Source: an optimization exercise on an open RTL-to-GDS flow (aim: small area, a short achievable clock period and few clock cycles per item). Production flows keep margins and buffers that such runs may drop.
Function was checked by simulation only, so behaviour that the tests miss may differ from the original.
Power is estimated from default activity; no workload was simulated.

## job 101
==> flow/design.v <==
module scalar_kalman_filter (
  input  logic                 clk,
  input  logic                 rst,
  input  logic                 cfg_we,
  input  logic [2:0]           cfg_index,
  input  logic [31:0]          cfg_data,
  input  logic                 obs_valid,
  output logic                 obs_ready,
  input  logic [31:0]          obs_observation,
  input  logic                 obs_restart,
  output logic                 res_valid,
  input  logic                 res_ready,
  output logic [31:0]          res_estimate,
  output logic [16:0]          res_gain,
  output logic [31:0]          res_error_variance
);
  logic [31:0] cfg_r, cfg_q, cfg_x0, cfg_p0;
  logic        res_vld;
  logic [31:0] obs_q;
  logic        obs_rs_q;
  logic        obs_full;
  logic        busy;
  logic [3:0]  cnt;
  logic [32:0] rem;       
  logic [32:0] den;       
  logic [31:0] pm_q;      
  logic [32:0] dif;       
  logic        r0_q;      
  logic        one_q;     
  logic [15:0] kd;        
  logic [1:0]  qd_q;      
  logic [49:0] xacc;      
  logic [48:0] uacc;      
  logic fin, fire, start, accept, iter, acc;
  assign fin    = busy && (cnt == 4'd9);
  assign fire   = fin && res_ready;
  assign start  = obs_full && (fire || !busy);
  assign obs_ready = !obs_full;
  assign accept = obs_valid && obs_ready;
  assign iter   = busy && !cnt[3];
  assign acc    = busy && (cnt != 4'd0) && (cnt != 4'd9);
  logic [31:0] est_new, var_new;
  assign est_new = xacc[47:16];
  assign var_new = uacc[47:16];
  logic [31:0] x_b, p_b;
  logic [32:0] dif_nx;
  logic [32:0] pm_raw;
  logic [33:0] den_raw;
  logic [32:0] den_sat;
  logic [31:0] pm_nx;
  logic [32:0] den_nx;
  logic        r0, one_nx;
  assign x_b    = obs_rs_q ? cfg_x0 : est_new;
  assign p_b    = obs_rs_q ? cfg_p0 : var_new;
  assign dif_nx = {obs_q[31], obs_q} - (obs_rs_q ? {cfg_x0[31], cfg_x0} : xacc[48:16]);
  assign pm_raw  = {1'b0, p_b} + {1'b0, cfg_q};
  logic [33:0] dn_s, dn_c;
  assign dn_s    = {2'b0, p_b ^ cfg_q ^ cfg_r};
  assign dn_c    = {1'b0, (p_b & cfg_q) | (p_b & cfg_r) | (cfg_q & cfg_r), 1'b0};
  assign den_raw = dn_s + dn_c;
  assign den_sat = {1'b0, 32'hFFFF_FFFF} + {1'b0, cfg_r};
  assign pm_nx   = pm_raw[32] ? 32'hFFFF_FFFF : pm_raw[31:0];
  assign den_nx  = pm_raw[32] ? den_sat : den_raw[32:0];
  assign r0      = (cfg_r == 32'd0);
  assign one_nx  = r0 && ((p_b != 32'd0) || (cfg_q != 32'd0));
  logic [35:0] r4, t1, t2, t3;
  logic [1:0]  qd;
  logic [32:0] rem_nx;
  assign r4 = {1'b0, rem, 2'b00};
  assign t1 = r4 - {3'b0, den};
  assign t2 = r4 - {2'b0, den, 1'b0};
  logic [35:0] t3a, t3b, t3s, t3c;
  assign t3a = ~{3'b0, den};
  assign t3b = ~{2'b0, den, 1'b0};
  assign t3s = r4 ^ t3a ^ t3b;
  assign t3c = {(r4[34:0] & t3a[34:0]) | (r4[34:0] & t3b[34:0]) | (t3a[34:0] & t3b[34:0]), 1'b1};
  assign t3 = t3s + t3c + 36'd1;
  always_comb begin
    if (r0_q) begin
      qd = 2'd0;
    end else if (!t3[35]) begin
      qd = 2'd3;
    end else if (!t2[35]) begin
      qd = 2'd2;
    end else if (!t1[35]) begin
      qd = 2'd1;
    end else begin
      qd = 2'd0;
    end
  end
  always_comb begin
    unique case (qd)
      2'd3:    rem_nx = t3[32:0];
      2'd2:    rem_nx = t2[32:0];
      2'd1:    rem_nx = t1[32:0];
      default: rem_nx = r4[32:0];
    endcase
  end
  logic [49:0] xacc_nx;
  logic [48:0] uacc_nx;
  logic [49:0] xa, xb, xs3, xc3;
  logic [48:0] ua, ub, us3, uc3;
  assign xa  = {xacc[47:0], dif[32], dif[32]};
  assign xb  = qd_q[1] ? {{16{dif[32]}}, dif, 1'b0} : 50'd0;
  assign xs3 = xa ^ xb ^ (qd_q[0] ? {{17{dif[32]}}, dif} : 50'd0);
  assign xc3 = {(xa[48:0] & xb[48:0]) | ((xa[48:0] | xb[48:0]) & (qd_q[0] ? {{16{dif[32]}}, dif} : 49'd0)), 1'b0};
  assign xacc_nx = xs3 + xc3;
  assign ua  = {uacc[46:0], 2'b00};
  assign ub  = qd_q[1] ? ~{16'd0, pm_q, 1'b0} : 49'd0;
  logic [48:0] u3;
  assign u3  = qd_q[0] ? ~{17'd0, pm_q} : 49'd0;
  assign us3 = ua ^ ub ^ u3;
  assign uc3 = {(ua[47:0] & ub[47:0]) | ((ua[47:0] | ub[47:0]) & u3[47:0]), qd_q[1]};
  assign uacc_nx = us3 + uc3 + {48'd0, qd_q[0]};
  always_ff @(posedge clk) begin
    if (rst) begin
      cfg_r  <= 32'd65536;
      cfg_q  <= 32'd655;
      cfg_x0 <= 32'd0;
      cfg_p0 <= 32'd65536;
    end else if (cfg_we) begin
      case (cfg_index)
        3'd0: cfg_r  <= cfg_data;
        3'd1: cfg_q  <= cfg_data;
        3'd2: cfg_x0 <= cfg_data;
        3'd3: cfg_p0 <= cfg_data;
        default: ;
      endcase
    end
  end
  always_ff @(posedge clk) begin
    if (rst) begin
      obs_full <= 1'b0;
    end else if (accept) begin
      obs_full <= 1'b1;
    end else if (start) begin
      obs_full <= 1'b0;
    end
  end
  always_ff @(posedge clk) begin
    if (accept) begin
      obs_q    <= obs_observation;
      obs_rs_q <= obs_restart;
    end
  end
  always_ff @(posedge clk) begin
    if (rst) begin
      busy <= 1'b0;
      cnt  <= 4'd0;
    end else if (start) begin
      busy <= 1'b1;
      cnt  <= 4'd0;
    end else if (fire) begin
      busy <= 1'b0;
    end else if (busy && !fin) begin
      cnt  <= cnt + 4'd1;
    end
  end
  always_ff @(posedge clk) begin
    if (rst) begin
      res_vld <= 1'b0;
    end else if (busy && (cnt == 4'd8)) begin
      res_vld <= 1'b1;
    end else if (res_ready) begin
      res_vld <= 1'b0;
    end
  end
  always_ff @(posedge clk) begin
    if (rst) begin
      xacc <= 50'd0;
      uacc <= {17'd1, 32'd0};
      dif  <= 33'd0;
    end else if (start) begin
      xacc <= one_nx ? {{18{obs_q[31]}}, obs_q} : {{18{x_b[31]}}, x_b};
      uacc <= one_nx ? 49'd0 : {17'd0, pm_nx};
      dif  <= dif_nx;
    end else if (acc) begin
      xacc <= xacc_nx;
      uacc <= uacc_nx;
    end
  end
  always_ff @(posedge clk) begin
    if (start) begin
      rem   <= {1'b0, pm_nx};
      den   <= den_nx;
      pm_q  <= pm_nx;
      r0_q  <= r0;
      one_q <= one_nx;
      kd    <= 16'd0;
      qd_q  <= 2'd0;
    end else if (iter) begin
      rem   <= rem_nx;
      kd    <= {kd[13:0], qd};
      qd_q  <= qd;
    end
  end
  assign res_valid          = res_vld;
  assign res_estimate       = est_new;
  assign res_gain           = {one_q, kd};
  assign res_error_variance = var_new;
endmodule
==> flow/config.mk <==
export PLATFORM = sky130hd
export DESIGN_NAME = scalar_kalman_filter
export DESIGN_NICKNAME = scalar_kalman_filter
export VERILOG_FILES = /design/flow/design.v
export SDC_FILE = /design/flow/constraint.sdc
export NUM_CORES = 4
export LEC_CHECK = 0
export CAP_MARGIN = 20
export CORE_MARGIN = 2
export CORE_UTILIZATION = 60
export SETUP_SLACK_MARGIN = 5
export SLEW_MARGIN = 20
export TNS_END_PERCENT = 100
==> flow/constraint.sdc <==
create_clock -name core_clock -period 11.0 [get_ports {clk}]
set_input_delay 2.2000 -clock core_clock [delete_from_list [all_inputs] [get_ports {clk}]]
set_output_delay 2.2000 -clock core_clock [all_outputs]
set_load 0.01 [all_outputs]
run.sh (not shown) runs the stock make flow with config.mk's settings and CLKGATE_MAP_FILE= SYNTH_SCRIPT=/design/flow/synth_recipe.tcl, a recipe that flattens the netlist after the stock synthesis.
Testbench counts of job 101, summed over its fixed seeds: cycles 16,016, items 1,600.
What job 102 does differently from job 101 at the input level:
# job 101
export LEC_CHECK = 0
export CAP_MARGIN = 20
export CORE_MARGIN = 2
export CORE_UTILIZATION = 60
export SETUP_SLACK_MARGIN = 5
export SLEW_MARGIN = 20
export TNS_END_PERCENT = 100
create_clock -name core_clock -period 11.0 [get_ports {clk}]
# job 102
export LEC_CHECK = 0
export ABC_AREA = 1
export CAP_MARGIN = 20
export CORE_MARGIN = 2
export CORE_UTILIZATION = 60
export SETUP_SLACK_MARGIN = 5
export SLEW_MARGIN = 20
export TNS_END_PERCENT = 100
create_clock -name core_clock -period 11.0 [get_ports {clk}]
Notes after the runs:
In job 102, power is higher than in job 101. Comparing job 101 and job 102, the higher switching share of power was measured on job 102. Looking only at synthesized cell count, and setting everything else aside, the lower value of job 101 and job 102 goes to job 101. The lower global routing usage summed across all routing layers came out of job 101. In the final reports, the cell area of job 102 is larger than that of job 101. Job 101 ended up with sky130_fd_sc_hd__a2111oi_2 as its library cell contributing the largest single delay on the critical path; job 102 ended up with sky130_fd_sc_hd__o21ai_0. When job 102 is measured against job 101, its XOR/XNOR share of the synthesized area turns out 2.9 points lower. Changes observed in job 102 relative to job 101: flip-flop and latch count held, wire length went up by about 40%, count of cells along the worst hold path held steady.
What job 103 does differently from job 102 at the input level:
# job 102
export LEC_CHECK = 0
export ABC_AREA = 1
export CAP_MARGIN = 20
export CORE_MARGIN = 2
export CORE_UTILIZATION = 60
export SETUP_SLACK_MARGIN = 5
export SLEW_MARGIN = 20
export TNS_END_PERCENT = 100
create_clock -name core_clock -period 11.0 [get_ports {clk}]
# job 103
export LEC_CHECK = 0
export CAP_MARGIN = 20
export CORE_MARGIN = 2
export CORE_UTILIZATION = 60
export CTS_CLUSTER_DIAMETER = 80
export CTS_CLUSTER_SIZE = 40
export SETUP_SLACK_MARGIN = 5
export SLEW_MARGIN = 20
export TNS_END_PERCENT = 100
create_clock -name core_clock -period 11.0 [get_ports {clk}]
==> flow/flow/run.sh (new file) <==
#!/bin/bash
set -euo pipefail
sed -e 's/SETUP_SLACK_MARGIN=[0-9.]*/SETUP_SLACK_MARGIN=6.0/' standard.sh > standard_margin.sh
grep -q 'SETUP_SLACK_MARGIN=6.0' standard_margin.sh
bash standard_margin.sh > standard.log 2>&1
==> flow/standard.sh (new file) <==
#!/bin/bash
# synth_recipe.tcl (not shown) runs the flow's synth.tcl, then flattens the netlist and writes it again
# the make line also repeats each setting of config.mk as NAME=value (left out here)
make -C /OpenROAD-flow-scripts/flow DESIGN_CONFIG=/design/flow/config.mk WORK_HOME=/design/flow/orfs CLKGATE_MAP_FILE= SYNTH_SCRIPT=/design/flow/synth_recipe.tcl "${@:-finish}"
removed: flow/run.sh
Results
Job 103 finished end to end and its layout was clean on timing, DRC and antenna. Looking only at share of final layout cell area taken by non-clock buffers, and setting everything else aside, the lower value of job 102 and job 103 goes to job 102. Diff job 102 -> job 103: area growth from synthesis to layout now sits at about the same level, non-clock buffer count now sits higher, final core utilization now sits higher. den[24]$_DFFE_PP_ as the worst setup path endpoint was reported by job 103, and den[2]$_DFFE_PP_ by job 102.
## Diff of input files: job 104 against job 103
# job 103
export LEC_CHECK = 0
export CAP_MARGIN = 20
export CORE_MARGIN = 2
export CORE_UTILIZATION = 60
export CTS_CLUSTER_DIAMETER = 80
export CTS_CLUSTER_SIZE = 40
export SETUP_SLACK_MARGIN = 5
export SLEW_MARGIN = 20
export TNS_END_PERCENT = 100
create_clock -name core_clock -period 11.0 [get_ports {clk}]
# job 104
export LEC_CHECK = 0
export CAP_MARGIN = 20
export CORE_MARGIN = 2
export CORE_UTILIZATION = 60
export CTS_CLUSTER_DIAMETER = 60
export CTS_CLUSTER_SIZE = 30
export SETUP_SLACK_MARGIN = 5
export SLEW_MARGIN = 20
export TNS_END_PERCENT = 100
create_clock -name core_clock -period 11.0 [get_ports {clk}]
==> flow/flow/run.sh <==
#!/bin/bash
set -euo pipefail
sed -e 's/SETUP_SLACK_MARGIN=[0-9.]*/SETUP_SLACK_MARGIN=6.8/' standard.sh > standard_margin.sh
grep -q 'SETUP_SLACK_MARGIN=6.8' standard_margin.sh
bash standard_margin.sh > standard.log 2>&1
### Flow results
- Run comparison: job 103 critical path's slowest cell sky130_fd_sc_hd__o21ai_0; job 104 critical path's slowest cell sky130_fd_sc_hd__edfxtp_1
- Est. power | job 104 vs job 103 | job 104 higher
- Job 104 vs. job 103: hold slack went down 0.0046 ns, placer's final routability congestion estimate shows an increase of about 2%, number of non-clock buffers now sits higher, total non-filler cell area in the finished layout now larger, clock period minus worst slack has decreased.
Setup changes, job 104 to job 105
# job 104
export LEC_CHECK = 0
export CAP_MARGIN = 20
export CORE_MARGIN = 2
export CORE_UTILIZATION = 60
export CTS_CLUSTER_DIAMETER = 60
export CTS_CLUSTER_SIZE = 30
export SETUP_SLACK_MARGIN = 5
export SLEW_MARGIN = 20
export TNS_END_PERCENT = 100
create_clock -name core_clock -period 11.0 [get_ports {clk}]
# job 105
export LEC_CHECK = 0
export CAP_MARGIN = 20
export CORE_MARGIN = 2
export CORE_UTILIZATION = 72
export PLACE_DENSITY = 0.8
export SETUP_SLACK_MARGIN = 5
export SLEW_MARGIN = 20
export TNS_END_PERCENT = 100
create_clock -name core_clock -period 11.0 [get_ports {clk}]
==> flow/run.sh (new file) <==
#!/bin/bash
# synth_recipe.tcl (not shown) runs the flow's synth.tcl, then flattens the netlist and writes it again
# the make line also repeats each setting of config.mk as NAME=value (left out here)
make -C /OpenROAD-flow-scripts/flow DESIGN_CONFIG=/design/flow/config.mk WORK_HOME=/design/flow/orfs CLKGATE_MAP_FILE= SYNTH_SCRIPT=/design/flow/synth_recipe.tcl finish
removed: flow/flow/run.sh
removed: flow/standard.sh
--- outcome ---
Compared with job 104, in job 105 detailed-router iteration count before antenna repair rose by 2; via count went up by 1.2%; share of total power in combinational logic now smaller; total power saw a decrease; post-route met1 wirelength has decreased.
X dimension of the die shrinks by a little under 10% when moving from job 104 to job 105.
The final reports for job 105 and job 104 show number of nets in the layout lower in the former.
Lower non-filler instance count after layout goes to job 105 over job 104.
Core box area: job 105 better than job 104
Cmp job 105 vs job 104: maximum clock rate lower in job 105

==> re-timing with driven ports <==
No port has a modelled driver above. Below, the same layouts with a new extraction and two added sets of constraints.
Step 1 assumes that a clkbuf_16 drives the clock port and a buf_2 every other input.
Step 2 adds t to the input delays and takes it off the output delays; t is the mean of the earliest and latest rising clock arrival at the registers after step 1. Input paths then give back, and output paths get back, about the clock's delay inside the block.
Slacks: ideal ports / drivers / drivers and shift; pairs: ideal ports / drivers.
run | shift t [ns] | setup slack, ns | worst setup path at the end | clock arrival spread, ns | worst data-port slew with drivers (ns)
job 101 | 0.656 | 5.667 / 5.667 / 5.475 | input to register | 0.040 / 0.040 | 0.12
job 102 | 0.687 | 5.248 / 5.248 / 4.696 | input to register | 0.048 / 0.048 | 0.07
job 103 | 0.701 | 6.095 / 6.095 / 5.704 | input to register | 0.041 / 0.041 | 0.11
job 104 | 0.663 | 6.767 / 6.767 / 6.218 | input to register | 0.030 / 0.031 | 0.05
job 105 | 0.663 | 5.656 / 5.656 / 5.251 | input to register | 0.032 / 0.033 | 0.06
After both steps every run listed still meets setup and hold. The setup slack of job 102, which loses most, moves by 0.000 ns with the drivers and by -0.552 ns with both steps.
